What follows belongs to an exercise in optimizing a design on an open flow for small area and few clock cycles per item; a production flow would make more cautious choices.
Function was checked by simulation only, so behaviour that the tests miss may differ from the original.

<file path="config.mk">
export PLATFORM = sky130hd
export DESIGN_NAME = sine_oscillator_sample_generator
export DESIGN_NICKNAME = sine_oscillator_sample_generator
export VERILOG_FILES = /design/flow/design.v
export SDC_FILE = /design/flow/constraint.sdc
export NUM_CORES = 4
export LEC_CHECK = 0
export ABC_AREA = 1
export CAP_MARGIN = 20
export CORE_MARGIN = 2
export CORE_UTILIZATION = 40
export CTS_BUF_LIST = sky130_fd_sc_hd__clkbuf_4 sky130_fd_sc_hd__clkbuf_8
export GPL_TIMING_DRIVEN = 0
export SLEW_MARGIN = 20
export SYNTH_HIERARCHICAL = 1
export SYNTH_MEMORY_MAX_BITS = 65536
export SYNTH_MINIMUM_KEEP_SIZE = 0
</file>
<file path="constraint.sdc">
create_clock -name core_clock -period 7.5 [get_ports {clk}]
set_input_delay 1.5000 -clock core_clock [delete_from_list [all_inputs] [get_ports {clk}]]
set_output_delay 1.5000 -clock core_clock [all_outputs]
set_load 0.01 [all_outputs]
</file>
<file path="design.v">
package sosg_pkg;
    localparam int unsigned PHASE_BITS_DEF      = 32;
    localparam int unsigned TABLE_ADDR_BITS_DEF = 10;
    localparam int unsigned SAMPLE_BITS_DEF     = 16;
    localparam int unsigned CELL_BITS = 8;
    localparam int unsigned AMP_BITS       = 15;
    localparam int unsigned STEP_BITS      = 32;
    localparam int unsigned APB_DATA_BITS  = 32;
    localparam int unsigned APB_ADDR_BITS  = 3;
    localparam logic [AMP_BITS-1:0]  AMP_RESET  = 15'd2048;
    localparam logic [STEP_BITS-1:0] STEP_RESET = 32'd0;
    localparam logic REG_AMPLITUDE  = 1'b0;
    localparam logic REG_PHASE_STEP = 1'b1;
    localparam int unsigned IN_DATA_BITS = 8;
    typedef struct packed {
        logic [AMP_BITS-1:0]  amplitude;
        logic [STEP_BITS-1:0] phase_step;
    } cfg_t;
    typedef struct packed {
        logic restart;
        logic block_end;
        logic carry;
    } cell_ctl_t;
endpackage
module sosg_rca #(
    parameter int unsigned W = 8
) (
    input  logic [W-1:0] a,
    input  logic [W-1:0] b,
    input  logic         ci,
    output logic [W-1:0] s,
    output logic         co
);
    logic [W:0] c;
    assign c[0] = ci;
    genvar i;
    generate
        for (i = 0; i < W; i++)
        begin : g_bit
            sosg_fa u_fa (
                .a  (a[i]),
                .b  (b[i]),
                .c  (c[i]),
                .s  (s[i]),
                .co (c[i+1])
            );
        end
    endgenerate
    assign co = c[W];
endmodule
module sosg_qrom (
    input  logic [10:0] addr,
    output logic [15:0] data
);
    logic [6:0] x;
    logic [2:0] c;
    logic [17:0] u;
    logic [8:0] sl;
    logic e;
    logic [18:0] p;
    assign x = addr[9:3];
    assign c = addr[2:0];
    always_comb
    begin
        case (x)
            7'd0: u = 18'd4;
            7'd1: u = 18'd3220;
            7'd2: u = 18'd6436;
            7'd3: u = 18'd9654;
            7'd4: u = 18'd12868;
            7'd5: u = 18'd16079;
            7'd6: u = 18'd19295;
            7'd7: u = 18'd22494;
            7'd8: u = 18'd25703;
            7'd9: u = 18'd28900;
            7'd10: u = 18'd32092;
            7'd11: u = 18'd35284;
            7'd12: u = 18'd38466;
            7'd13: u = 18'd41646;
            7'd14: u = 18'd44823;
            7'd15: u = 18'd47986;
            7'd16: u = 18'd51149;
            7'd17: u = 18'd54303;
            7'd18: u = 18'd57445;
            7'd19: u = 18'd60573;
            7'd20: u = 18'd63698;
            7'd21: u = 18'd66812;
            7'd22: u = 18'd69921;
            7'd23: u = 18'd73019;
            7'd24: u = 18'd76103;
            7'd25: u = 18'd79172;
            7'd26: u = 18'd82234;
            7'd27: u = 18'd85280;
            7'd28: u = 18'd88318;
            7'd29: u = 18'd91343;
            7'd30: u = 18'd94350;
            7'd31: u = 18'd97340;
            7'd32: u = 18'd100322;
            7'd33: u = 18'd103287;
            7'd34: u = 18'd106236;
            7'd35: u = 18'd109169;
            7'd36: u = 18'd112086;
            7'd37: u = 18'd114991;
            7'd38: u = 18'd117868;
            7'd39: u = 18'd120735;
            7'd40: u = 18'd123581;
            7'd41: u = 18'd126407;
            7'd42: u = 18'd129212;
            7'd43: u = 18'd132002;
            7'd44: u = 18'd134775;
            7'd45: u = 18'd137524;
            7'd46: u = 18'd140250;
            7'd47: u = 18'd142959;
            7'd48: u = 18'd145644;
            7'd49: u = 18'd148306;
            7'd50: u = 18'd150951;
            7'd51: u = 18'd153564;
            7'd52: u = 18'd156166;
            7'd53: u = 18'd158734;
            7'd54: u = 18'd161287;
            7'd55: u = 18'd163807;
            7'd56: u = 18'd166309;
            7'd57: u = 18'd168782;
            7'd58: u = 18'd171230;
            7'd59: u = 18'd173655;
            7'd60: u = 18'd176055;
            7'd61: u = 18'd178420;
            7'd62: u = 18'd180766;
            7'd63: u = 18'd183077;
            7'd64: u = 18'd185367;
            7'd65: u = 18'd187630;
            7'd66: u = 18'd189863;
            7'd67: u = 18'd192071;
            7'd68: u = 18'd194236;
            7'd69: u = 18'd196391;
            7'd70: u = 18'd198503;
            7'd71: u = 18'd200590;
            7'd72: u = 18'd202647;
            7'd73: u = 18'd204668;
            7'd74: u = 18'd206664;
            7'd75: u = 18'd208630;
            7'd76: u = 18'd210560;
            7'd77: u = 18'd212458;
            7'd78: u = 18'd214330;
            7'd79: u = 18'd216166;
            7'd80: u = 18'd217968;
            7'd81: u = 18'd219742;
            7'd82: u = 18'd221479;
            7'd83: u = 18'd223183;
            7'd84: u = 18'd224852;
            7'd85: u = 18'd226495;
            7'd86: u = 18'd228092;
            7'd87: u = 18'd229663;
            7'd88: u = 18'd231192;
            7'd89: u = 18'd232695;
            7'd90: u = 18'd234159;
            7'd91: u = 18'd235588;
            7'd92: u = 18'd236978;
            7'd93: u = 18'd238340;
            7'd94: u = 18'd239661;
            7'd95: u = 18'd240944;
            7'd96: u = 18'd242199;
            7'd97: u = 18'd243407;
            7'd98: u = 18'd244582;
            7'd99: u = 18'd245724;
            7'd100: u = 18'd246826;
            7'd101: u = 18'd247895;
            7'd102: u = 18'd248916;
            7'd103: u = 18'd249910;
            7'd104: u = 18'd250862;
            7'd105: u = 18'd251772;
            7'd106: u = 18'd252654;
            7'd107: u = 18'd253492;
            7'd108: u = 18'd254295;
            7'd109: u = 18'd255055;
            7'd110: u = 18'd255780;
            7'd111: u = 18'd256468;
            7'd112: u = 18'd257108;
            7'd113: u = 18'd257719;
            7'd114: u = 18'd258290;
            7'd115: u = 18'd258823;
            7'd116: u = 18'd259311;
            7'd117: u = 18'd259767;
            7'd118: u = 18'd260180;
            7'd119: u = 18'd260550;
            7'd120: u = 18'd260887;
            7'd121: u = 18'd261183;
            7'd122: u = 18'd261439;
            7'd123: u = 18'd261653;
            7'd124: u = 18'd261837;
            7'd125: u = 18'd261972;
            7'd126: u = 18'd262071;
            7'd127: u = 18'd262130;
            default: u = 18'd0;
        endcase
    end
    always_comb
    begin
        case (x)
            7'd0: sl = 9'd402;
            7'd1: sl = 9'd402;
            7'd2: sl = 9'd402;
            7'd3: sl = 9'd401;
            7'd4: sl = 9'd401;
            7'd5: sl = 9'd401;
            7'd6: sl = 9'd399;
            7'd7: sl = 9'd401;
            7'd8: sl = 9'd399;
            7'd9: sl = 9'd399;
            7'd10: sl = 9'd399;
            7'd11: sl = 9'd398;
            7'd12: sl = 9'd398;
            7'd13: sl = 9'd397;
            7'd14: sl = 9'd395;
            7'd15: sl = 9'd395;
            7'd16: sl = 9'd393;
            7'd17: sl = 9'd391;
            7'd18: sl = 9'd391;
            7'd19: sl = 9'd391;
            7'd20: sl = 9'd390;
            7'd21: sl = 9'd389;
            7'd22: sl = 9'd387;
            7'd23: sl = 9'd385;
            7'd24: sl = 9'd383;
            7'd25: sl = 9'd383;
            7'd26: sl = 9'd381;
            7'd27: sl = 9'd380;
            7'd28: sl = 9'd378;
            7'd29: sl = 9'd375;
            7'd30: sl = 9'd374;
            7'd31: sl = 9'd373;
            7'd32: sl = 9'd371;
            7'd33: sl = 9'd369;
            7'd34: sl = 9'd367;
            7'd35: sl = 9'd365;
            7'd36: sl = 9'd362;
            7'd37: sl = 9'd359;
            7'd38: sl = 9'd358;
            7'd39: sl = 9'd355;
            7'd40: sl = 9'd353;
            7'd41: sl = 9'd351;
            7'd42: sl = 9'd349;
            7'd43: sl = 9'd347;
            7'd44: sl = 9'd343;
            7'd45: sl = 9'd341;
            7'd46: sl = 9'd339;
            7'd47: sl = 9'd335;
            7'd48: sl = 9'd333;
            7'd49: sl = 9'd331;
            7'd50: sl = 9'd327;
            7'd51: sl = 9'd325;
            7'd52: sl = 9'd321;
            7'd53: sl = 9'd319;
            7'd54: sl = 9'd315;
            7'd55: sl = 9'd313;
            7'd56: sl = 9'd309;
            7'd57: sl = 9'd306;
            7'd58: sl = 9'd303;
            7'd59: sl = 9'd299;
            7'd60: sl = 9'd295;
            7'd61: sl = 9'd293;
            7'd62: sl = 9'd289;
            7'd63: sl = 9'd287;
            7'd64: sl = 9'd283;
            7'd65: sl = 9'd279;
            7'd66: sl = 9'd275;
            7'd67: sl = 9'd271;
            7'd68: sl = 9'd269;
            7'd69: sl = 9'd263;
            7'd70: sl = 9'd261;
            7'd71: sl = 9'd257;
            7'd72: sl = 9'd253;
            7'd73: sl = 9'd250;
            7'd74: sl = 9'd246;
            7'd75: sl = 9'd241;
            7'd76: sl = 9'd238;
            7'd77: sl = 9'd235;
            7'd78: sl = 9'd230;
            7'd79: sl = 9'd226;
            7'd80: sl = 9'd222;
            7'd81: sl = 9'd217;
            7'd82: sl = 9'd213;
            7'd83: sl = 9'd209;
            7'd84: sl = 9'd205;
            7'd85: sl = 9'd199;
            7'd86: sl = 9'd196;
            7'd87: sl = 9'd191;
            7'd88: sl = 9'd188;
            7'd89: sl = 9'd183;
            7'd90: sl = 9'd179;
            7'd91: sl = 9'd174;
            7'd92: sl = 9'd171;
            7'd93: sl = 9'd165;
            7'd94: sl = 9'd161;
            7'd95: sl = 9'd156;
            7'd96: sl = 9'd151;
            7'd97: sl = 9'd147;
            7'd98: sl = 9'd143;
            7'd99: sl = 9'd138;
            7'd100: sl = 9'd133;
            7'd101: sl = 9'd127;
            7'd102: sl = 9'd124;
            7'd103: sl = 9'd119;
            7'd104: sl = 9'd114;
            7'd105: sl = 9'd111;
            7'd106: sl = 9'd105;
            7'd107: sl = 9'd100;
            7'd108: sl = 9'd95;
            7'd109: sl = 9'd91;
            7'd110: sl = 9'd86;
            7'd111: sl = 9'd81;
            7'd112: sl = 9'd77;
            7'd113: sl = 9'd71;
            7'd114: sl = 9'd67;
            7'd115: sl = 9'd61;
            7'd116: sl = 9'd57;
            7'd117: sl = 9'd51;
            7'd118: sl = 9'd47;
            7'd119: sl = 9'd42;
            7'd120: sl = 9'd37;
            7'd121: sl = 9'd31;
            7'd122: sl = 9'd27;
            7'd123: sl = 9'd23;
            7'd124: sl = 9'd17;
            7'd125: sl = 9'd13;
            7'd126: sl = 9'd7;
            7'd127: sl = 9'd3;
            default: sl = 9'd0;
        endcase
    end
    always_comb
    begin
        case (addr[9:0])
            10'd31: e = 1'b1;
            10'd117: e = 1'b1;
            10'd170: e = 1'b1;
            10'd250: e = 1'b1;
            10'd292: e = 1'b1;
            10'd317: e = 1'b1;
            10'd338: e = 1'b1;
            10'd410: e = 1'b1;
            10'd413: e = 1'b1;
            10'd460: e = 1'b1;
            10'd477: e = 1'b1;
            10'd517: e = 1'b1;
            10'd533: e = 1'b1;
            10'd546: e = 1'b1;
            10'd549: e = 1'b1;
            10'd585: e = 1'b1;
            10'd607: e = 1'b1;
            10'd659: e = 1'b1;
            10'd674: e = 1'b1;
            10'd692: e = 1'b1;
            10'd707: e = 1'b1;
            10'd731: e = 1'b1;
            10'd763: e = 1'b1;
            10'd765: e = 1'b1;
            10'd781: e = 1'b1;
            10'd804: e = 1'b1;
            10'd813: e = 1'b1;
            10'd818: e = 1'b1;
            10'd820: e = 1'b1;
            10'd836: e = 1'b1;
            10'd860: e = 1'b1;
            10'd883: e = 1'b1;
            10'd898: e = 1'b1;
            10'd905: e = 1'b1;
            10'd906: e = 1'b1;
            10'd907: e = 1'b1;
            10'd908: e = 1'b1;
            10'd923: e = 1'b1;
            10'd941: e = 1'b1;
            10'd955: e = 1'b1;
            10'd956: e = 1'b1;
            10'd963: e = 1'b1;
            10'd970: e = 1'b1;
            10'd971: e = 1'b1;
            10'd972: e = 1'b1;
            10'd973: e = 1'b1;
            10'd974: e = 1'b1;
            10'd981: e = 1'b1;
            default: e = 1'b0;
        endcase
    end
    assign p = 19'(u) + 19'(c) * 19'(sl) + (19'(e) << 3);
    assign data = addr[10] ? 16'd32768 : 16'(p[18:3]) ;
endmodule
module sosg_mul (
    input  logic [14:0] a,
    input  logic [14:0] b,
    output logic [14:0] p
);
    logic [224:0] pp;
    logic [29:0] nra, nrb;
    logic n1;
    logic n2;
    logic n3;
    logic n4;
    logic n5;
    logic n6;
    logic n7;
    logic n8;
    logic n9;
    logic n10;
    logic n11;
    logic n12;
    logic n13;
    logic n14;
    logic n15;
    logic n16;
    logic n17;
    logic n18;
    logic n19;
    logic n20;
    logic n21;
    logic n22;
    logic n23;
    logic n24;
    logic n25;
    logic n26;
    logic n27;
    logic n28;
    logic n29;
    logic n30;
    logic n31;
    logic n32;
    logic n33;
    logic n34;
    logic n35;
    logic n36;
    logic n37;
    logic n38;
    logic n39;
    logic n40;
    logic n41;
    logic n42;
    logic n43;
    logic n44;
    logic n45;
    logic n46;
    logic n47;
    logic n48;
    logic n49;
    logic n50;
    logic n51;
    logic n52;
    logic n53;
    logic n54;
    logic n55;
    logic n56;
    logic n57;
    logic n58;
    logic n59;
    logic n60;
    logic n61;
    logic n62;
    logic n63;
    logic n64;
    logic n65;
    logic n66;
    logic n67;
    logic n68;
    logic n69;
    logic n70;
    logic n71;
    logic n72;
    logic n73;
    logic n74;
    logic n75;
    logic n76;
    logic n77;
    logic n78;
    logic n79;
    logic n80;
    logic n81;
    logic n82;
    logic n83;
    logic n84;
    logic n85;
    logic n86;
    logic n87;
    logic n88;
    logic n89;
    logic n90;
    logic n91;
    logic n92;
    logic n93;
    logic n94;
    logic n95;
    logic n96;
    logic n97;
    logic n98;
    logic n99;
    logic n100;
    logic n101;
    logic n102;
    logic n103;
    logic n104;
    logic n105;
    logic n106;
    logic n107;
    logic n108;
    logic n109;
    logic n110;
    logic n111;
    logic n112;
    logic n113;
    logic n114;
    logic n115;
    logic n116;
    logic n117;
    logic n118;
    logic n119;
    logic n120;
    logic n121;
    logic n122;
    logic n123;
    logic n124;
    logic n125;
    logic n126;
    logic n127;
    logic n128;
    logic n129;
    logic n130;
    logic n131;
    logic n132;
    logic n133;
    logic n134;
    logic n135;
    logic n136;
    logic n137;
    logic n138;
    logic n139;
    logic n140;
    logic n141;
    logic n142;
    logic n143;
    logic n144;
    logic n145;
    logic n146;
    logic n147;
    logic n148;
    logic n149;
    logic n150;
    logic n151;
    logic n152;
    logic n153;
    logic n154;
    logic n155;
    logic n156;
    logic n157;
    logic n158;
    logic n159;
    logic n160;
    logic n161;
    logic n162;
    logic n163;
    logic n164;
    logic n165;
    logic n166;
    logic n167;
    logic n168;
    logic n169;
    logic n170;
    logic n171;
    logic n172;
    logic n173;
    logic n174;
    logic n175;
    logic n176;
    logic n177;
    logic n178;
    logic n179;
    logic n180;
    logic n181;
    logic n182;
    logic n183;
    logic n184;
    logic n185;
    logic n186;
    logic n187;
    logic n188;
    logic n189;
    logic n190;
    logic n191;
    logic n192;
    logic n193;
    logic n194;
    logic n195;
    logic n196;
    logic n197;
    logic n198;
    logic n199;
    logic n200;
    logic n201;
    logic n202;
    logic n203;
    logic n204;
    logic n205;
    logic n206;
    logic n207;
    logic n208;
    logic n209;
    logic n210;
    logic n211;
    logic n212;
    logic n213;
    logic n214;
    logic n215;
    logic n216;
    logic n217;
    logic n218;
    logic n219;
    logic n220;
    logic n221;
    logic n222;
    logic n223;
    logic n224;
    logic n225;
    logic n226;
    logic n227;
    logic n228;
    logic n229;
    logic n230;
    logic n231;
    logic n232;
    logic n233;
    logic n234;
    logic n235;
    logic n236;
    logic n237;
    logic n238;
    logic n239;
    logic n240;
    logic n241;
    logic n242;
    logic n243;
    logic n244;
    logic n245;
    logic n246;
    logic n247;
    logic n248;
    logic n249;
    logic n250;
    logic n251;
    logic n252;
    logic n253;
    logic n254;
    logic n255;
    logic n256;
    logic n257;
    logic n258;
    logic n259;
    logic n260;
    logic n261;
    logic n262;
    logic n263;
    logic n264;
    logic n265;
    logic n266;
    logic n267;
    logic n268;
    logic n269;
    logic n270;
    logic n271;
    logic n272;
    logic n273;
    logic n274;
    logic n275;
    logic n276;
    logic n277;
    logic n278;
    logic n279;
    logic n280;
    logic n281;
    logic n282;
    logic n283;
    logic n284;
    logic n285;
    logic n286;
    logic n287;
    logic n288;
    logic n289;
    logic n290;
    logic n291;
    logic n292;
    logic n293;
    logic n294;
    logic n295;
    logic n296;
    logic n297;
    logic n298;
    logic n299;
    logic n300;
    logic n301;
    logic n302;
    logic n303;
    logic n304;
    logic n305;
    logic n306;
    logic n307;
    logic n308;
    logic n309;
    logic n310;
    logic n311;
    logic n312;
    logic n313;
    logic n314;
    logic n315;
    logic n316;
    logic n317;
    logic n318;
    logic n319;
    logic n320;
    logic n321;
    logic n322;
    logic n323;
    logic n324;
    logic n325;
    logic n326;
    logic n327;
    logic n328;
    logic n329;
    logic n330;
    logic n331;
    logic n332;
    logic n333;
    logic n334;
    logic n335;
    logic n336;
    logic n337;
    logic n338;
    logic n339;
    logic n340;
    logic n341;
    logic n342;
    logic n343;
    logic n344;
    logic n345;
    logic n346;
    logic n347;
    logic n348;
    logic n349;
    logic n350;
    logic n351;
    logic n352;
    logic n353;
    logic n354;
    logic n355;
    logic n356;
    logic n357;
    logic n358;
    logic n359;
    logic n360;
    logic n361;
    logic n362;
    logic n363;
    logic n364;
    genvar i, j;
    generate
        for (i = 0; i < 15; i++)
        begin : g_a
            for (j = 0; j < 15; j++)
            begin : g_b
                assign pp[i*15+j] = ~(a[i] & b[j]);
            end
        end
    endgenerate
    assign n1 = ~(pp[13] ^ pp[27]);
    assign n2 = pp[13] | pp[27];
    sosg_fa u_fa0 (.a(pp[14]), .b(pp[28]), .c(pp[42]), .s(n3), .co(n4));
    assign n5 = ~(pp[56] ^ pp[70]);
    assign n6 = pp[56] | pp[70];
    sosg_fa u_fa1 (.a(pp[29]), .b(pp[43]), .c(pp[57]), .s(n7), .co(n8));
    assign n9 = ~(pp[71] ^ pp[85]);
    assign n10 = pp[71] | pp[85];
    sosg_fa u_fa2 (.a(pp[44]), .b(pp[58]), .c(pp[72]), .s(n11), .co(n12));
    assign n13 = ~(pp[9] ^ pp[23]);
    assign n14 = pp[9] | pp[23];
    sosg_fa u_fa3 (.a(pp[10]), .b(pp[24]), .c(pp[38]), .s(n15), .co(n16));
    assign n17 = ~(pp[52] ^ pp[66]);
    assign n18 = pp[52] | pp[66];
    sosg_fa u_fa4 (.a(pp[11]), .b(pp[25]), .c(pp[39]), .s(n19), .co(n20));
    sosg_fa u_fa5 (.a(pp[53]), .b(pp[67]), .c(pp[81]), .s(n21), .co(n22));
    assign n23 = ~(pp[95] ^ pp[109]);
    assign n24 = pp[95] | pp[109];
    sosg_fa u_fa6 (.a(pp[12]), .b(pp[26]), .c(pp[40]), .s(n25), .co(n26));
    sosg_fa u_fa7 (.a(pp[54]), .b(pp[68]), .c(pp[82]), .s(n27), .co(n28));
    sosg_fa u_fa8 (.a(pp[96]), .b(pp[110]), .c(pp[124]), .s(n29), .co(n30));
    assign n31 = ~(pp[138] ^ pp[152]);
    assign n32 = pp[138] | pp[152];
    sosg_fa u_fa9 (.a(pp[41]), .b(pp[55]), .c(pp[69]), .s(n33), .co(n34));
    sosg_fa u_fa10 (.a(pp[83]), .b(pp[97]), .c(pp[111]), .s(n35), .co(n36));
    sosg_fa u_fa11 (.a(pp[125]), .b(pp[139]), .c(pp[153]), .s(n37), .co(n38));
    sosg_fa u_fa12 (.a(pp[167]), .b(pp[181]), .c(pp[195]), .s(n39), .co(n40));
    sosg_fa u_fa13 (.a(pp[84]), .b(pp[98]), .c(pp[112]), .s(n41), .co(n42));
    sosg_fa u_fa14 (.a(pp[126]), .b(pp[140]), .c(pp[154]), .s(n43), .co(n44));
    sosg_fa u_fa15 (.a(pp[168]), .b(pp[182]), .c(pp[196]), .s(n45), .co(n46));
    sosg_fa u_fa16 (.a(pp[210]), .b(n3), .c(n5), .s(n47), .co(n48));
    sosg_fa u_fa17 (.a(pp[99]), .b(pp[113]), .c(pp[127]), .s(n49), .co(n50));
    sosg_fa u_fa18 (.a(pp[141]), .b(pp[155]), .c(pp[169]), .s(n51), .co(n52));
    sosg_fa u_fa19 (.a(pp[183]), .b(pp[197]), .c(pp[211]), .s(n53), .co(n54));
    sosg_fa u_fa20 (.a(n7), .b(n9), .c(n4), .s(n55), .co(n56));
    sosg_fa u_fa21 (.a(pp[86]), .b(pp[100]), .c(pp[114]), .s(n57), .co(n58));
    sosg_fa u_fa22 (.a(pp[128]), .b(pp[142]), .c(pp[156]), .s(n59), .co(n60));
    sosg_fa u_fa23 (.a(pp[170]), .b(pp[184]), .c(pp[198]), .s(n61), .co(n62));
    sosg_fa u_fa24 (.a(pp[212]), .b(n11), .c(n8), .s(n63), .co(n64));
    sosg_fa u_fa25 (.a(pp[59]), .b(pp[73]), .c(pp[87]), .s(n65), .co(n66));
    sosg_fa u_fa26 (.a(pp[101]), .b(pp[115]), .c(pp[129]), .s(n67), .co(n68));
    sosg_fa u_fa27 (.a(pp[143]), .b(pp[157]), .c(pp[171]), .s(n69), .co(n70));
    sosg_fa u_fa28 (.a(pp[185]), .b(pp[199]), .c(pp[213]), .s(n71), .co(n72));
    sosg_fa u_fa29 (.a(pp[74]), .b(pp[88]), .c(pp[102]), .s(n73), .co(n74));
    sosg_fa u_fa30 (.a(pp[116]), .b(pp[130]), .c(pp[144]), .s(n75), .co(n76));
    sosg_fa u_fa31 (.a(pp[158]), .b(pp[172]), .c(pp[186]), .s(n77), .co(n78));
    sosg_fa u_fa32 (.a(pp[89]), .b(pp[103]), .c(pp[117]), .s(n79), .co(n80));
    sosg_fa u_fa33 (.a(pp[131]), .b(pp[145]), .c(pp[159]), .s(n81), .co(n82));
    sosg_fa u_fa34 (.a(pp[104]), .b(pp[118]), .c(pp[132]), .s(n83), .co(n84));
    assign n85 = ~(pp[6] ^ pp[20]);
    assign n86 = pp[6] | pp[20];
    sosg_fa u_fa35 (.a(pp[7]), .b(pp[21]), .c(pp[35]), .s(n87), .co(n88));
    assign n89 = ~(pp[49] ^ pp[63]);
    assign n90 = pp[49] | pp[63];
    sosg_fa u_fa36 (.a(pp[8]), .b(pp[22]), .c(pp[36]), .s(n91), .co(n92));
    sosg_fa u_fa37 (.a(pp[50]), .b(pp[64]), .c(pp[78]), .s(n93), .co(n94));
    assign n95 = ~(pp[92] ^ pp[106]);
    assign n96 = pp[92] | pp[106];
    sosg_fa u_fa38 (.a(pp[37]), .b(pp[51]), .c(pp[65]), .s(n97), .co(n98));
    sosg_fa u_fa39 (.a(pp[79]), .b(pp[93]), .c(pp[107]), .s(n99), .co(n100));
    sosg_fa u_fa40 (.a(pp[121]), .b(pp[135]), .c(n13), .s(n101), .co(n102));
    sosg_fa u_fa41 (.a(pp[80]), .b(pp[94]), .c(pp[108]), .s(n103), .co(n104));
    sosg_fa u_fa42 (.a(pp[122]), .b(pp[136]), .c(pp[150]), .s(n105), .co(n106));
    sosg_fa u_fa43 (.a(n15), .b(n17), .c(n14), .s(n107), .co(n108));
    sosg_fa u_fa44 (.a(pp[123]), .b(pp[137]), .c(pp[151]), .s(n109), .co(n110));
    sosg_fa u_fa45 (.a(pp[165]), .b(n19), .c(n21), .s(n111), .co(n112));
    sosg_fa u_fa46 (.a(n23), .b(n16), .c(n18), .s(n113), .co(n114));
    sosg_fa u_fa47 (.a(pp[166]), .b(pp[180]), .c(n25), .s(n115), .co(n116));
    sosg_fa u_fa48 (.a(n27), .b(n29), .c(n31), .s(n117), .co(n118));
    sosg_fa u_fa49 (.a(n20), .b(n22), .c(n24), .s(n119), .co(n120));
    sosg_fa u_fa50 (.a(n1), .b(n33), .c(n35), .s(n121), .co(n122));
    sosg_fa u_fa51 (.a(n37), .b(n39), .c(n26), .s(n123), .co(n124));
    sosg_fa u_fa52 (.a(n28), .b(n30), .c(n32), .s(n125), .co(n126));
    sosg_fa u_fa53 (.a(n2), .b(n41), .c(n43), .s(n127), .co(n128));
    sosg_fa u_fa54 (.a(n45), .b(n47), .c(n34), .s(n129), .co(n130));
    sosg_fa u_fa55 (.a(n36), .b(n38), .c(n40), .s(n131), .co(n132));
    sosg_fa u_fa56 (.a(n6), .b(n49), .c(n51), .s(n133), .co(n134));
    sosg_fa u_fa57 (.a(n53), .b(n55), .c(n42), .s(n135), .co(n136));
    sosg_fa u_fa58 (.a(n44), .b(n46), .c(n48), .s(n137), .co(n138));
    sosg_fa u_fa59 (.a(n10), .b(n57), .c(n59), .s(n139), .co(n140));
    sosg_fa u_fa60 (.a(n61), .b(n63), .c(n50), .s(n141), .co(n142));
    sosg_fa u_fa61 (.a(n52), .b(n54), .c(n56), .s(n143), .co(n144));
    sosg_fa u_fa62 (.a(n12), .b(n65), .c(n67), .s(n145), .co(n146));
    sosg_fa u_fa63 (.a(n69), .b(n71), .c(n58), .s(n147), .co(n148));
    sosg_fa u_fa64 (.a(n60), .b(n62), .c(n64), .s(n149), .co(n150));
    sosg_fa u_fa65 (.a(pp[200]), .b(pp[214]), .c(n73), .s(n151), .co(n152));
    sosg_fa u_fa66 (.a(n75), .b(n77), .c(n66), .s(n153), .co(n154));
    sosg_fa u_fa67 (.a(n68), .b(n70), .c(n72), .s(n155), .co(n156));
    sosg_fa u_fa68 (.a(pp[173]), .b(pp[187]), .c(pp[201]), .s(n157), .co(n158));
    sosg_fa u_fa69 (.a(pp[215]), .b(n79), .c(n81), .s(n159), .co(n160));
    sosg_fa u_fa70 (.a(n74), .b(n76), .c(n78), .s(n161), .co(n162));
    sosg_fa u_fa71 (.a(pp[146]), .b(pp[160]), .c(pp[174]), .s(n163), .co(n164));
    sosg_fa u_fa72 (.a(pp[188]), .b(pp[202]), .c(pp[216]), .s(n165), .co(n166));
    sosg_fa u_fa73 (.a(n83), .b(n80), .c(n82), .s(n167), .co(n168));
    sosg_fa u_fa74 (.a(pp[119]), .b(pp[133]), .c(pp[147]), .s(n169), .co(n170));
    sosg_fa u_fa75 (.a(pp[161]), .b(pp[175]), .c(pp[189]), .s(n171), .co(n172));
    sosg_fa u_fa76 (.a(pp[203]), .b(pp[217]), .c(n84), .s(n173), .co(n174));
    sosg_fa u_fa77 (.a(pp[134]), .b(pp[148]), .c(pp[162]), .s(n175), .co(n176));
    sosg_fa u_fa78 (.a(pp[176]), .b(pp[190]), .c(pp[204]), .s(n177), .co(n178));
    sosg_fa u_fa79 (.a(pp[149]), .b(pp[163]), .c(pp[177]), .s(n179), .co(n180));
    assign n181 = ~(pp[4] ^ pp[18]);
    assign n182 = pp[4] | pp[18];
    sosg_fa u_fa80 (.a(pp[5]), .b(pp[19]), .c(pp[33]), .s(n183), .co(n184));
    assign n185 = ~(pp[47] ^ pp[61]);
    assign n186 = pp[47] | pp[61];
    sosg_fa u_fa81 (.a(pp[34]), .b(pp[48]), .c(pp[62]), .s(n187), .co(n188));
    sosg_fa u_fa82 (.a(pp[76]), .b(pp[90]), .c(n85), .s(n189), .co(n190));
    sosg_fa u_fa83 (.a(pp[77]), .b(pp[91]), .c(pp[105]), .s(n191), .co(n192));
    sosg_fa u_fa84 (.a(n87), .b(n89), .c(n86), .s(n193), .co(n194));
    sosg_fa u_fa85 (.a(pp[120]), .b(n91), .c(n93), .s(n195), .co(n196));
    sosg_fa u_fa86 (.a(n95), .b(n88), .c(n90), .s(n197), .co(n198));
    sosg_fa u_fa87 (.a(n97), .b(n99), .c(n101), .s(n199), .co(n200));
    sosg_fa u_fa88 (.a(n92), .b(n94), .c(n96), .s(n201), .co(n202));
    sosg_fa u_fa89 (.a(n103), .b(n105), .c(n107), .s(n203), .co(n204));
    sosg_fa u_fa90 (.a(n98), .b(n100), .c(n102), .s(n205), .co(n206));
    sosg_fa u_fa91 (.a(n109), .b(n111), .c(n113), .s(n207), .co(n208));
    sosg_fa u_fa92 (.a(n104), .b(n106), .c(n108), .s(n209), .co(n210));
    sosg_fa u_fa93 (.a(n115), .b(n117), .c(n119), .s(n211), .co(n212));
    sosg_fa u_fa94 (.a(n110), .b(n112), .c(n114), .s(n213), .co(n214));
    sosg_fa u_fa95 (.a(n121), .b(n123), .c(n125), .s(n215), .co(n216));
    sosg_fa u_fa96 (.a(n116), .b(n118), .c(n120), .s(n217), .co(n218));
    sosg_fa u_fa97 (.a(n127), .b(n129), .c(n131), .s(n219), .co(n220));
    sosg_fa u_fa98 (.a(n122), .b(n124), .c(n126), .s(n221), .co(n222));
    sosg_fa u_fa99 (.a(n133), .b(n135), .c(n137), .s(n223), .co(n224));
    sosg_fa u_fa100 (.a(n128), .b(n130), .c(n132), .s(n225), .co(n226));
    sosg_fa u_fa101 (.a(n139), .b(n141), .c(n143), .s(n227), .co(n228));
    sosg_fa u_fa102 (.a(n134), .b(n136), .c(n138), .s(n229), .co(n230));
    sosg_fa u_fa103 (.a(n145), .b(n147), .c(n149), .s(n231), .co(n232));
    sosg_fa u_fa104 (.a(n140), .b(n142), .c(n144), .s(n233), .co(n234));
    sosg_fa u_fa105 (.a(n151), .b(n153), .c(n155), .s(n235), .co(n236));
    sosg_fa u_fa106 (.a(n146), .b(n148), .c(n150), .s(n237), .co(n238));
    sosg_fa u_fa107 (.a(n157), .b(n159), .c(n161), .s(n239), .co(n240));
    sosg_fa u_fa108 (.a(n152), .b(n154), .c(n156), .s(n241), .co(n242));
    sosg_fa u_fa109 (.a(n163), .b(n165), .c(n167), .s(n243), .co(n244));
    sosg_fa u_fa110 (.a(n158), .b(n160), .c(n162), .s(n245), .co(n246));
    sosg_fa u_fa111 (.a(n169), .b(n171), .c(n173), .s(n247), .co(n248));
    sosg_fa u_fa112 (.a(n164), .b(n166), .c(n168), .s(n249), .co(n250));
    sosg_fa u_fa113 (.a(pp[218]), .b(n175), .c(n177), .s(n251), .co(n252));
    sosg_fa u_fa114 (.a(n170), .b(n172), .c(n174), .s(n253), .co(n254));
    sosg_fa u_fa115 (.a(pp[191]), .b(pp[205]), .c(pp[219]), .s(n255), .co(n256));
    sosg_fa u_fa116 (.a(n179), .b(n176), .c(n178), .s(n257), .co(n258));
    sosg_fa u_fa117 (.a(pp[164]), .b(pp[178]), .c(pp[192]), .s(n259), .co(n260));
    sosg_fa u_fa118 (.a(pp[206]), .b(pp[220]), .c(n180), .s(n261), .co(n262));
    sosg_fa u_fa119 (.a(pp[179]), .b(pp[193]), .c(pp[207]), .s(n263), .co(n264));
    assign n265 = ~(pp[3] ^ pp[17]);
    assign n266 = pp[3] | pp[17];
    sosg_fa u_fa120 (.a(pp[32]), .b(pp[46]), .c(pp[60]), .s(n267), .co(n268));
    sosg_fa u_fa121 (.a(pp[75]), .b(n183), .c(n185), .s(n269), .co(n270));
    sosg_fa u_fa122 (.a(n187), .b(n189), .c(n184), .s(n271), .co(n272));
    sosg_fa u_fa123 (.a(n191), .b(n193), .c(n188), .s(n273), .co(n274));
    sosg_fa u_fa124 (.a(n195), .b(n197), .c(n192), .s(n275), .co(n276));
    sosg_fa u_fa125 (.a(n199), .b(n201), .c(n196), .s(n277), .co(n278));
    sosg_fa u_fa126 (.a(n203), .b(n205), .c(n200), .s(n279), .co(n280));
    sosg_fa u_fa127 (.a(n207), .b(n209), .c(n204), .s(n281), .co(n282));
    sosg_fa u_fa128 (.a(n211), .b(n213), .c(n208), .s(n283), .co(n284));
    sosg_fa u_fa129 (.a(n215), .b(n217), .c(n212), .s(n285), .co(n286));
    sosg_fa u_fa130 (.a(n219), .b(n221), .c(n216), .s(n287), .co(n288));
    sosg_fa u_fa131 (.a(n223), .b(n225), .c(n220), .s(n289), .co(n290));
    sosg_fa u_fa132 (.a(n227), .b(n229), .c(n224), .s(n291), .co(n292));
    sosg_fa u_fa133 (.a(n231), .b(n233), .c(n228), .s(n293), .co(n294));
    sosg_fa u_fa134 (.a(n235), .b(n237), .c(n232), .s(n295), .co(n296));
    sosg_fa u_fa135 (.a(n239), .b(n241), .c(n236), .s(n297), .co(n298));
    sosg_fa u_fa136 (.a(n243), .b(n245), .c(n240), .s(n299), .co(n300));
    sosg_fa u_fa137 (.a(n247), .b(n249), .c(n244), .s(n301), .co(n302));
    sosg_fa u_fa138 (.a(n251), .b(n253), .c(n248), .s(n303), .co(n304));
    sosg_fa u_fa139 (.a(n255), .b(n257), .c(n252), .s(n305), .co(n306));
    sosg_fa u_fa140 (.a(n259), .b(n261), .c(n256), .s(n307), .co(n308));
    sosg_fa u_fa141 (.a(pp[221]), .b(n263), .c(n260), .s(n309), .co(n310));
    sosg_fa u_fa142 (.a(pp[194]), .b(pp[208]), .c(pp[222]), .s(n311), .co(n312));
    assign n313 = ~(pp[2] ^ pp[16]);
    assign n314 = pp[2] | pp[16];
    sosg_fa u_fa143 (.a(pp[31]), .b(pp[45]), .c(n265), .s(n315), .co(n316));
    sosg_fa u_fa144 (.a(n181), .b(n267), .c(n266), .s(n317), .co(n318));
    sosg_fa u_fa145 (.a(n182), .b(n269), .c(n268), .s(n319), .co(n320));
    sosg_fa u_fa146 (.a(n186), .b(n271), .c(n270), .s(n321), .co(n322));
    sosg_fa u_fa147 (.a(n190), .b(n273), .c(n272), .s(n323), .co(n324));
    sosg_fa u_fa148 (.a(n194), .b(n275), .c(n274), .s(n325), .co(n326));
    sosg_fa u_fa149 (.a(n198), .b(n277), .c(n276), .s(n327), .co(n328));
    sosg_fa u_fa150 (.a(n202), .b(n279), .c(n278), .s(n329), .co(n330));
    sosg_fa u_fa151 (.a(n206), .b(n281), .c(n280), .s(n331), .co(n332));
    sosg_fa u_fa152 (.a(n210), .b(n283), .c(n282), .s(n333), .co(n334));
    sosg_fa u_fa153 (.a(n214), .b(n285), .c(n284), .s(n335), .co(n336));
    sosg_fa u_fa154 (.a(n218), .b(n287), .c(n286), .s(n337), .co(n338));
    sosg_fa u_fa155 (.a(n222), .b(n289), .c(n288), .s(n339), .co(n340));
    sosg_fa u_fa156 (.a(n226), .b(n291), .c(n290), .s(n341), .co(n342));
    sosg_fa u_fa157 (.a(n230), .b(n293), .c(n292), .s(n343), .co(n344));
    sosg_fa u_fa158 (.a(n234), .b(n295), .c(n294), .s(n345), .co(n346));
    sosg_fa u_fa159 (.a(n238), .b(n297), .c(n296), .s(n347), .co(n348));
    sosg_fa u_fa160 (.a(n242), .b(n299), .c(n298), .s(n349), .co(n350));
    sosg_fa u_fa161 (.a(n246), .b(n301), .c(n300), .s(n351), .co(n352));
    sosg_fa u_fa162 (.a(n250), .b(n303), .c(n302), .s(n353), .co(n354));
    sosg_fa u_fa163 (.a(n254), .b(n305), .c(n304), .s(n355), .co(n356));
    sosg_fa u_fa164 (.a(n258), .b(n307), .c(n306), .s(n357), .co(n358));
    sosg_fa u_fa165 (.a(n262), .b(n309), .c(n308), .s(n359), .co(n360));
    sosg_fa u_fa166 (.a(n264), .b(n311), .c(n310), .s(n361), .co(n362));
    sosg_fa u_fa167 (.a(pp[209]), .b(pp[223]), .c(n312), .s(n363), .co(n364));
    assign nra[0] = pp[0];
    assign nrb[0] = 1'b1;
    assign nra[1] = pp[1];
    assign nrb[1] = pp[15];
    assign nra[2] = pp[30];
    assign nrb[2] = n313;
    assign nra[3] = n315;
    assign nrb[3] = n314;
    assign nra[4] = n317;
    assign nrb[4] = n316;
    assign nra[5] = n319;
    assign nrb[5] = n318;
    assign nra[6] = n321;
    assign nrb[6] = n320;
    assign nra[7] = n323;
    assign nrb[7] = n322;
    assign nra[8] = n325;
    assign nrb[8] = n324;
    assign nra[9] = n327;
    assign nrb[9] = n326;
    assign nra[10] = n329;
    assign nrb[10] = n328;
    assign nra[11] = n331;
    assign nrb[11] = n330;
    assign nra[12] = n333;
    assign nrb[12] = n332;
    assign nra[13] = n335;
    assign nrb[13] = n334;
    assign nra[14] = n337;
    assign nrb[14] = n336;
    assign nra[15] = n339;
    assign nrb[15] = n338;
    assign nra[16] = n341;
    assign nrb[16] = n340;
    assign nra[17] = n343;
    assign nrb[17] = n342;
    assign nra[18] = n345;
    assign nrb[18] = n344;
    assign nra[19] = n347;
    assign nrb[19] = n346;
    assign nra[20] = n349;
    assign nrb[20] = n348;
    assign nra[21] = n351;
    assign nrb[21] = n350;
    assign nra[22] = n353;
    assign nrb[22] = n352;
    assign nra[23] = n355;
    assign nrb[23] = n354;
    assign nra[24] = n357;
    assign nrb[24] = n356;
    assign nra[25] = n359;
    assign nrb[25] = n358;
    assign nra[26] = n361;
    assign nrb[26] = n360;
    assign nra[27] = n363;
    assign nrb[27] = n362;
    assign nra[28] = pp[224];
    assign nrb[28] = n364;
    assign nra[29] = 1'b1;
    assign nrb[29] = 1'b1;
    logic [29:0] g, t;
    logic [15:0] cl;
    assign g = nra & nrb;
    assign t = nra ^ nrb;
    assign cl[0] = 1'b1;
    genvar k;
    generate
        for (k = 0; k < 15; k++)
        begin : g_lo
            assign cl[k+1] = g[k] | (t[k] & cl[k]);
        end
    endgenerate
    logic gg0, gp0;
    assign gg0 = g[16] | (t[16] & g[15]);
    assign gp0 = t[16] & t[15];
    logic gg1, gp1;
    assign gg1 = g[18] | (t[18] & g[17]);
    assign gp1 = t[18] & t[17];
    logic gg2, gp2;
    assign gg2 = g[20] | (t[20] & g[19]);
    assign gp2 = t[20] & t[19];
    logic gg3, gp3;
    assign gg3 = g[22] | (t[22] & g[21]);
    assign gp3 = t[22] & t[21];
    logic gg4, gp4;
    assign gg4 = g[24] | (t[24] & g[23]);
    assign gp4 = t[24] & t[23];
    logic gg5, gp5;
    assign gg5 = g[26] | (t[26] & g[25]);
    assign gp5 = t[26] & t[25];
    logic gg6, gp6;
    assign gg6 = g[28] | (t[28] & g[27]);
    assign gp6 = t[28] & t[27];
    logic gg7, gp7;
    assign gg7 = g[17] | (t[17] & gg0);
    assign gp7 = t[17] & gp0;
    logic gg8, gp8;
    assign gg8 = gg1 | (gp1 & gg0);
    assign gp8 = gp1 & gp0;
    logic gg9, gp9;
    assign gg9 = g[21] | (t[21] & gg2);
    assign gp9 = t[21] & gp2;
    logic gg10, gp10;
    assign gg10 = gg3 | (gp3 & gg2);
    assign gp10 = gp3 & gp2;
    logic gg11, gp11;
    assign gg11 = g[25] | (t[25] & gg4);
    assign gp11 = t[25] & gp4;
    logic gg12, gp12;
    assign gg12 = gg5 | (gp5 & gg4);
    assign gp12 = gp5 & gp4;
    logic gg13, gp13;
    assign gg13 = g[19] | (t[19] & gg8);
    assign gp13 = t[19] & gp8;
    logic gg14, gp14;
    assign gg14 = gg2 | (gp2 & gg8);
    assign gp14 = gp2 & gp8;
    logic gg15, gp15;
    assign gg15 = gg9 | (gp9 & gg8);
    assign gp15 = gp9 & gp8;
    logic gg16, gp16;
    assign gg16 = gg10 | (gp10 & gg8);
    assign gp16 = gp10 & gp8;
    logic gg17, gp17;
    assign gg17 = g[27] | (t[27] & gg12);
    assign gp17 = t[27] & gp12;
    logic gg18, gp18;
    assign gg18 = gg6 | (gp6 & gg12);
    assign gp18 = gp6 & gp12;
    logic gg19, gp19;
    assign gg19 = g[23] | (t[23] & gg16);
    assign gp19 = t[23] & gp16;
    logic gg20, gp20;
    assign gg20 = gg4 | (gp4 & gg16);
    assign gp20 = gp4 & gp16;
    logic gg21, gp21;
    assign gg21 = gg11 | (gp11 & gg16);
    assign gp21 = gp11 & gp16;
    logic gg22, gp22;
    assign gg22 = gg12 | (gp12 & gg16);
    assign gp22 = gp12 & gp16;
    logic gg23, gp23;
    assign gg23 = gg17 | (gp17 & gg16);
    assign gp23 = gp17 & gp16;
    logic gg24, gp24;
    assign gg24 = gg18 | (gp18 & gg16);
    assign gp24 = gp18 & gp16;
    logic [29:15] ch;
    assign ch[15] = cl[15];
    assign ch[16] = g[15] | (t[15] & cl[15]);
    assign ch[17] = gg0 | (gp0 & cl[15]);
    assign ch[18] = gg7 | (gp7 & cl[15]);
    assign ch[19] = gg8 | (gp8 & cl[15]);
    assign ch[20] = gg13 | (gp13 & cl[15]);
    assign ch[21] = gg14 | (gp14 & cl[15]);
    assign ch[22] = gg15 | (gp15 & cl[15]);
    assign ch[23] = gg16 | (gp16 & cl[15]);
    assign ch[24] = gg19 | (gp19 & cl[15]);
    assign ch[25] = gg20 | (gp20 & cl[15]);
    assign ch[26] = gg21 | (gp21 & cl[15]);
    assign ch[27] = gg22 | (gp22 & cl[15]);
    assign ch[28] = gg23 | (gp23 & cl[15]);
    assign ch[29] = gg24 | (gp24 & cl[15]);
    assign p = ~(t[29:15] ^ ch[29:15]);
endmodule
module sosg_fa (
    input  logic a,
    input  logic b,
    input  logic c,
    output logic s,
    output logic co
);
    assign s  = a ^ b ^ c;
    assign co = (a & b) | (a & c) | (b & c);
endmodule
module sine_oscillator_sample_generator #(
    parameter int unsigned PHASE_BITS      = sosg_pkg::PHASE_BITS_DEF,
    parameter int unsigned TABLE_ADDR_BITS = sosg_pkg::TABLE_ADDR_BITS_DEF,
    parameter int unsigned SAMPLE_BITS     = sosg_pkg::SAMPLE_BITS_DEF
) (
    input  logic                                clk,
    input  logic                                rst_n,
    input  logic                                s_tvalid,
    output logic                                s_tready,
    input  logic [sosg_pkg::IN_DATA_BITS-1:0]   s_tdata,   
    input  logic                                s_tlast,
    output logic                                m_tvalid,
    input  logic                                m_tready,
    output logic [((SAMPLE_BITS+7)/8)*8-1:0]    m_tdata,   
    output logic                                m_tlast,
    input  logic                                psel,
    input  logic                                penable,
    input  logic                                pwrite,
    input  logic [sosg_pkg::APB_ADDR_BITS-1:0]  paddr,
    input  logic [sosg_pkg::APB_DATA_BITS-1:0]  pwdata,
    output logic [sosg_pkg::APB_DATA_BITS-1:0]  prdata,
    output logic                                pready
);
    logic [14:0] amplitude_reg;
    logic [31:0] phase_step_reg;
    logic        wr_en;
    logic        adv;
    logic        acc;
    logic        restart;
    logic [10:0] p_lo;
    logic [10:0] p_mid;
    logic [9:0]  p_hi;
    logic        c1;
    logic        c2;
    logic [10:0] sum_lo;
    logic [10:0] sum_mid;
    logic [9:0]  sum_hi;
    logic        co_lo;
    logic        co_mid;
    logic        co_hi;
    logic        mid_wrap;
    logic [1:0]  mid_top;
    logic [9:0]  hi_now;
    logic [11:0] phase_top;
    logic [15:0] ent;
    logic [15:0] ent_reg;
    logic        neg1_reg;
    logic        last1_reg;
    logic        v1_reg;
    logic [14:0] prod;
    logic [14:0] mag;
    logic [14:0] mag_reg;
    logic        neg2_reg;
    logic        last2_reg;
    logic        v2_reg;
    assign pready = 1'b1;
    assign wr_en  = psel && penable && pwrite;
    always_ff @(posedge clk or negedge rst_n)
    begin
        if (!rst_n)
        begin
            amplitude_reg  <= sosg_pkg::AMP_RESET;
            phase_step_reg <= sosg_pkg::STEP_RESET;
        end
        else if (wr_en)
        begin
            if (paddr[2])
                phase_step_reg <= pwdata;
            else
                amplitude_reg  <= pwdata[14:0];
        end
    end
    assign prdata = paddr[2] ? phase_step_reg : {17'd0, amplitude_reg};
    assign adv      = !v2_reg || m_tready;
    assign s_tready = adv;
    assign acc      = s_tvalid && adv;
    assign restart  = s_tdata[0];
    sosg_rca #(.W(11)) u_add_lo (
        .a (p_lo), .b (phase_step_reg[10:0]),  .ci (1'b0), .s (sum_lo),  .co (co_lo)
    );
    sosg_rca #(.W(11)) u_add_mid (
        .a (p_mid), .b (phase_step_reg[21:11]), .ci (c1),   .s (sum_mid), .co (co_mid)
    );
    sosg_rca #(.W(10)) u_add_hi (
        .a (p_hi), .b (phase_step_reg[31:22]), .ci (c2),   .s (sum_hi),  .co (co_hi)
    );
    always_ff @(posedge clk or negedge rst_n)
    begin
        if (!rst_n)
        begin
            p_lo  <= '0;
            p_mid <= '0;
            p_hi  <= '0;
            c1    <= 1'b0;
            c2    <= 1'b0;
        end
        else if (acc)
        begin
            if (restart)
            begin
                p_lo  <= phase_step_reg[10:0];
                p_mid <= phase_step_reg[21:11];
                p_hi  <= phase_step_reg[31:22];
                c1    <= 1'b0;
                c2    <= 1'b0;
            end
            else
            begin
                p_lo  <= sum_lo;
                p_mid <= sum_mid;
                p_hi  <= sum_hi;
                c1    <= co_lo;
                c2    <= co_mid;
            end
        end
    end
    assign mid_wrap  = c1 && (&p_mid);
    assign mid_top   = p_mid[10:9] + {1'b0, (c1 && (&p_mid[8:0]))};
    assign hi_now    = p_hi + {9'd0, c2} + {9'd0, mid_wrap};
    assign phase_top = {hi_now, mid_top};
    logic [10:0] rom_addr;
    assign rom_addr = phase_top[10] ? (11'd1024 - {1'b0, phase_top[9:0]}) : {1'b0, phase_top[9:0]};
    sosg_qrom u_qrom (
        .addr (rom_addr),
        .data (ent)
    );
    always_ff @(posedge clk or negedge rst_n)
    begin
        if (!rst_n)
        begin
            v1_reg <= 1'b0;
            v2_reg <= 1'b0;
        end
        else if (adv)
        begin
            v1_reg <= s_tvalid;
            v2_reg <= v1_reg;
        end
    end
    always_ff @(posedge clk)
    begin
        if (adv)
        begin
            ent_reg   <= restart ? 16'd0 : ent;
            neg1_reg  <= phase_top[11];
            last1_reg <= s_tlast;
            mag_reg   <= mag;
            neg2_reg  <= neg1_reg;
            last2_reg <= last1_reg;
        end
    end
    sosg_mul u_mul (
        .a (amplitude_reg),
        .b (ent_reg[14:0]),
        .p (prod)
    );
    assign mag = ent_reg[15] ? amplitude_reg : prod;
    assign m_tvalid = v2_reg;
    assign m_tdata  = neg2_reg ? (16'd0 - {1'b0, mag_reg}) : {1'b0, mag_reg};
    assign m_tlast  = last2_reg;
endmodule
</file>
<file path="run.sh">
#!/bin/bash
# synth_recipe.tcl (not shown) runs the flow's synth.tcl, then flattens the netlist and writes it again
# the make line also repeats each setting of config.mk as NAME=value (left out here)
make -C /OpenROAD-flow-scripts/flow DESIGN_CONFIG=/design/flow/config.mk WORK_HOME=/design/flow/orfs CLKGATE_MAP_FILE= SYNTH_SCRIPT=/design/flow/synth_recipe.tcl finish
</file>
==> run notes <==
The latest clock arrival within the worst-skew pair is 0.46 ns. The headroom to the max-slew limit came out at 14.9%. Final hold analysis gives a worst-case slack of 0.426 ns. The flip-flop count of the largest register after layout came out at 32. The floorplan core area came out at 43000 um2. The depth of the CTS H-tree came out at 4. The floorplan step set the die height to 213 um. The number of vias per cell after detailed routing is 5.59. Max-cap violations in this run came to 0. CTS placed an instance of sky130_fd_sc_hd__clkbuf_8 at the clock tree root. The residual antenna-violating net count after detailed routing came out at 0. The global-route wire length before repair is 106 mm. The cell area after layout is 20400 um2. In the final timing run, aggregate negative setup slack is -0.985 ns. In the routed design, unresolved DRC markers number 0. The synthesized instance count is 2344. The diode insertion count for antenna repair came out at 0. The worst setup slack after layout is -0.213 ns. The peak per-stage delay on the critical path came out at 0.56 ns. In this run, the number of DRC markers left after iteration 0 of detailed routing was 1654. The data arrival time of the worst path is 7.89 ns. The first detailed-routing pass took 6 iterations. The area growth from synthesis to layout is 17.1%.

The net count of the mapped netlist is 2709. The hold buffer count at CTS is 0. The post-route minimum period came out at 7.71 ns. The largest driver fanout on the critical path came out at 14. STA classifies the critical path endpoint as a flip-flop. The worst setup path is of the reg -> reg kind. The worst clock skew on the final layout is 0.0151 ns. During synthesis, Yosys emitted a total of 8 warnings.

For the worst setup path, the data required time is 7.67 ns. The number of endpoints with negative hold slack in the final report is 0. Dividing the detail-routed wire length by the instance count gives 22.6 um. After detailed routing, the total wire length is 70.0 mm. The netlist area before placement came out at 17400 um2. The final critical path takes up 103% of the cycle.

The clock edge transition at the registers on the reported setup and hold paths came out at 0.08 ns. The global routing usage summed across all routing layers came out at 31.6%. The final setup violation count is 8. CTS saw 118 sinks. The number of pins with negative max-slew slack in the final report came out at 0.

Counting the fill cells in the layout gives 4434. On the critical path, the stage with the largest delay is an instance of sky130_fd_sc_hd__fa_1. The area enclosed by the die boundary came out at 45200 um2. The horizontal extent of the die is 213 um. The min-delay analysis places its worst path in the category reg -> reg. The sum of net half-perimeters after detailed placement is 55.2 mm. In this run the count of I/O pins placed on the die edge is 103. The setup check on the worst reg-to-reg path leaves a slack of -0.21 ns. The fraction of the core area covered by cells at the end of the flow came out at 47.4%. The flow ran to the end, but the layout failed its checks. The number of clock buffers added by TritonCTS is 17. For this run, the leading register cell type out of synthesis is sky130_fd_sc_hd__dfrtp_1. The initial core utilization came out at 40.5%. The checks that failed: setup timing.

The layout net count came out at 2866. The maximum number of pins on one net before global-route repair came out at 53. The average cell area after synthesis came out at 7.43 um2. The final weighted congestion of routability-driven global placement came out at 1.04.

The register bit total from synthesis is 118. The transition time at the pin with the least slew margin is 1.27 ns. Across all layers, the routed design uses 17300 vias. The proportion of layout cells with a drive suffix above 1 is 11.1%. The highest clock rate came out at 130 MHz. The element type at the critical path start is a flip-flop. The number of unique standard cell types used by synthesis came out at 61.

Setup repair after global routing could not meet its margin everywhere. The initial antenna violation count was 0. The cell area after placement is 19200 um2. The global route total overflow is 0.

Counting along the longest clock path gives a buffer depth of 2. The fraction of registers with async set or reset after synthesis came out at 70.3%. The floorplan has 76 rows. The synthesized design contains 35 enable-type register cells.

The part of the Yosys area used for sequential elements is 18.0%. The count of buffers from port buffering is 92. TritonCTS built the clock tree.

The via count of the first global-routing pass came out at 17400.
metrics by stage:
step | setup slack (ns) | std cells
floorplan | 0.0155 | 2344
finish | -0.213 | 3099
global placement | -2.26 | 3021
global route | -0.546 | 3099
detailed placement | -2.06 | 3022
CTS | -0.329 | 3090
placed cells by master (no fill, tap or decap), types with 17 or more instances in the layout:
| master | count |
|---|---|
| sky130_fd_sc_hd__a21oi_1 | 74 |
| sky130_fd_sc_hd__fa_1 | 219 |
| sky130_fd_sc_hd__o21ai_0 | 126 |
| sky130_fd_sc_hd__buf_2 | 23 |
| sky130_fd_sc_hd__buf_4 | 51 |
| sky130_fd_sc_hd__dfrtp_1 | 82 |
| sky130_fd_sc_hd__edfxtp_1 | 35 |
| sky130_fd_sc_hd__clkbuf_1 | 60 |
| sky130_fd_sc_hd__ha_1 | 80 |
| sky130_fd_sc_hd__clkbuf_8 | 17 |
| sky130_fd_sc_hd__nor2_1 | 197 |
| sky130_fd_sc_hd__o211ai_1 | 23 |
| sky130_fd_sc_hd__nand2_1 | 700 |
| sky130_fd_sc_hd__nand3_1 | 82 |
| sky130_fd_sc_hd__inv_1 | 289 |
| sky130_fd_sc_hd__a31oi_1 | 43 |
| sky130_fd_sc_hd__mux2_2 | 18 |
| sky130_fd_sc_hd__nand2_2 | 20 |
| sky130_fd_sc_hd__clkdlybuf4s50_1 | 91 |
Yosys stat by module, one instance, submodules excluded, excerpt:
module                            cells inside  flops+latches  times used  cell area (um2)
sine_oscillator_sample_generator           718            118           1             5970
sosg_fa                                      1              0         200             20.0
sosg_mul                                   510              0           1             2400
sosg_qrom                                  916              0           1             5030
layer usage:
| metal | vias up | global-route usage [%] | share of wire [%] |
|---|---|---|---|
| met4 | 0 | 15.0 | 5.2 |
| li1 | 7784 | - | - |
| met5 | - | 0 | 0 |
| met1 | 8546 | 41.3 | 42 |
| met3 | 181 | 4.33 | 6.8 |
| met2 | 805 | 51.7 | 46 |
synthesized netlist by cell type (9+ instances only):
| library cell | number | area (um2) |
|---|---|---|
| sky130_fd_sc_hd__nor2_2 | 9 | 56.3 |
| sky130_fd_sc_hd__mux2_2 | 18 | 203 |
| sky130_fd_sc_hd__nor2_1 | 208 | 781 |
| sky130_fd_sc_hd__buf_2 | 27 | 135 |
| sky130_fd_sc_hd__ha_1 | 93 | 1160 |
| sky130_fd_sc_hd__dfrtp_1 | 82 | 2050 |
| sky130_fd_sc_hd__fa_1 | 221 | 4420 |
| sky130_fd_sc_hd__clkbuf_1 | 67 | 251 |
| sky130_fd_sc_hd__nand4_1 | 13 | 81.3 |
| sky130_fd_sc_hd__xor2_1 | 14 | 123 |
| sky130_fd_sc_hd__nand3_1 | 86 | 430 |
| sky130_fd_sc_hd__a21oi_1 | 78 | 390 |
| sky130_fd_sc_hd__inv_1 | 300 | 1130 |
| sky130_fd_sc_hd__o221ai_1 | 9 | 78.8 |
| sky130_fd_sc_hd__edfxtp_1 | 35 | 1050 |
| sky130_fd_sc_hd__nor3_1 | 19 | 95.1 |
| sky130_fd_sc_hd__o22ai_1 | 9 | 56.3 |
| sky130_fd_sc_hd__o21ai_0 | 133 | 666 |
| sky130_fd_sc_hd__o2111ai_1 | 10 | 87.6 |
| sky130_fd_sc_hd__a31oi_1 | 43 | 269 |
| sky130_fd_sc_hd__nand2_1 | 719 | 2700 |
| sky130_fd_sc_hd__o211ai_1 | 23 | 173 |
critical path: cells and delay by family (launching register included):
kind                     cells  cell delay, ns
buffers and inverters       10            1.32
AND/OR/NAND/NOR             22            2.63
adder cells (fa/ha/maj)      6            2.23
XOR/XNOR                     2            0.31
flip-flops                   1            0.37
AO/OA/AOI/OAI                3            0.53
path summary, 6_finish.rpt:
path | start | endpoint | cells past startpoint
hold reg to reg | last1_reg | last2_reg | 0
hold / removal | last1_reg | last2_reg | 0
max in group asynchronous | rst_n | phase_step_reg[21] | 2
setup reg to reg | p_mid[1] | ent_reg[5] | 43
setup / recovery | p_mid[1] | ent_reg[5] | 43
min in group asynchronous | rst_n | phase_step_reg[2] | 1
area by class of cell:
type	instances	area (um2)	share of cell area, %
clock buffer	17	234	1.15
tap	585	732	3.59
clock inverter	15	166	0.817
inverter	314	1200	5.91
buffer	111	583	2.86
timing repair buffer	141	1350	6.64
sequential	118	3130	15.4
multi-input combinational	1798	13000	63.7
what timing repair did:
item / in CTS / in global routing
pin swaps: 33 / 29
buffers inserted: 38 / 12
endpoints found under the setup margin: 16 / 19
gates resized for setup: 89 / 47
cell families after synthesis:
logic type / count (synthesis) / synth area share [%]
AND/OR/NAND/NOR: 1086 / 25.4
buffers and inverters: 428 / 9.98
AO/OA/AOI/OAI: 358 / 12.3
adder cells (fa/ha/maj): 314 / 32.1
flip-flops: 118 / 18.0
XOR/XNOR: 20 / 1.01
multiplexers: 18 / 1.16
other: 2 / 0.0431
Testbench counts, summed over its fixed seeds: cycles 19,264, items 19,200.

[separate check: timing with driven ports]
Ports are ideal in the flow. The routed layout listed here was re-timed in OpenROAD.
Step 1, drivers: a clkbuf_16 drives clk and a buf_2 each remaining input, both assumed.
Step 2 times the ports against the registers' clock, not the clock port: input delays grow and output delays shrink by t, the midpoint of the rising clock arrivals with the driver on.
a / b / c = ideal ports / drivers / drivers and shift; a / b = the first two.
t (ns): 0.493
setup WS [ns]: -0.213 / -0.213 / -0.213
worst setup path after step 2: register to register
clock arrival spread, ns: 0.015 / 0.015
worst slew at a driven data input, ns: 0.05
For this run, drivers alone change the setup slack by 0.000 ns; drivers and shift together by 0.000 ns.
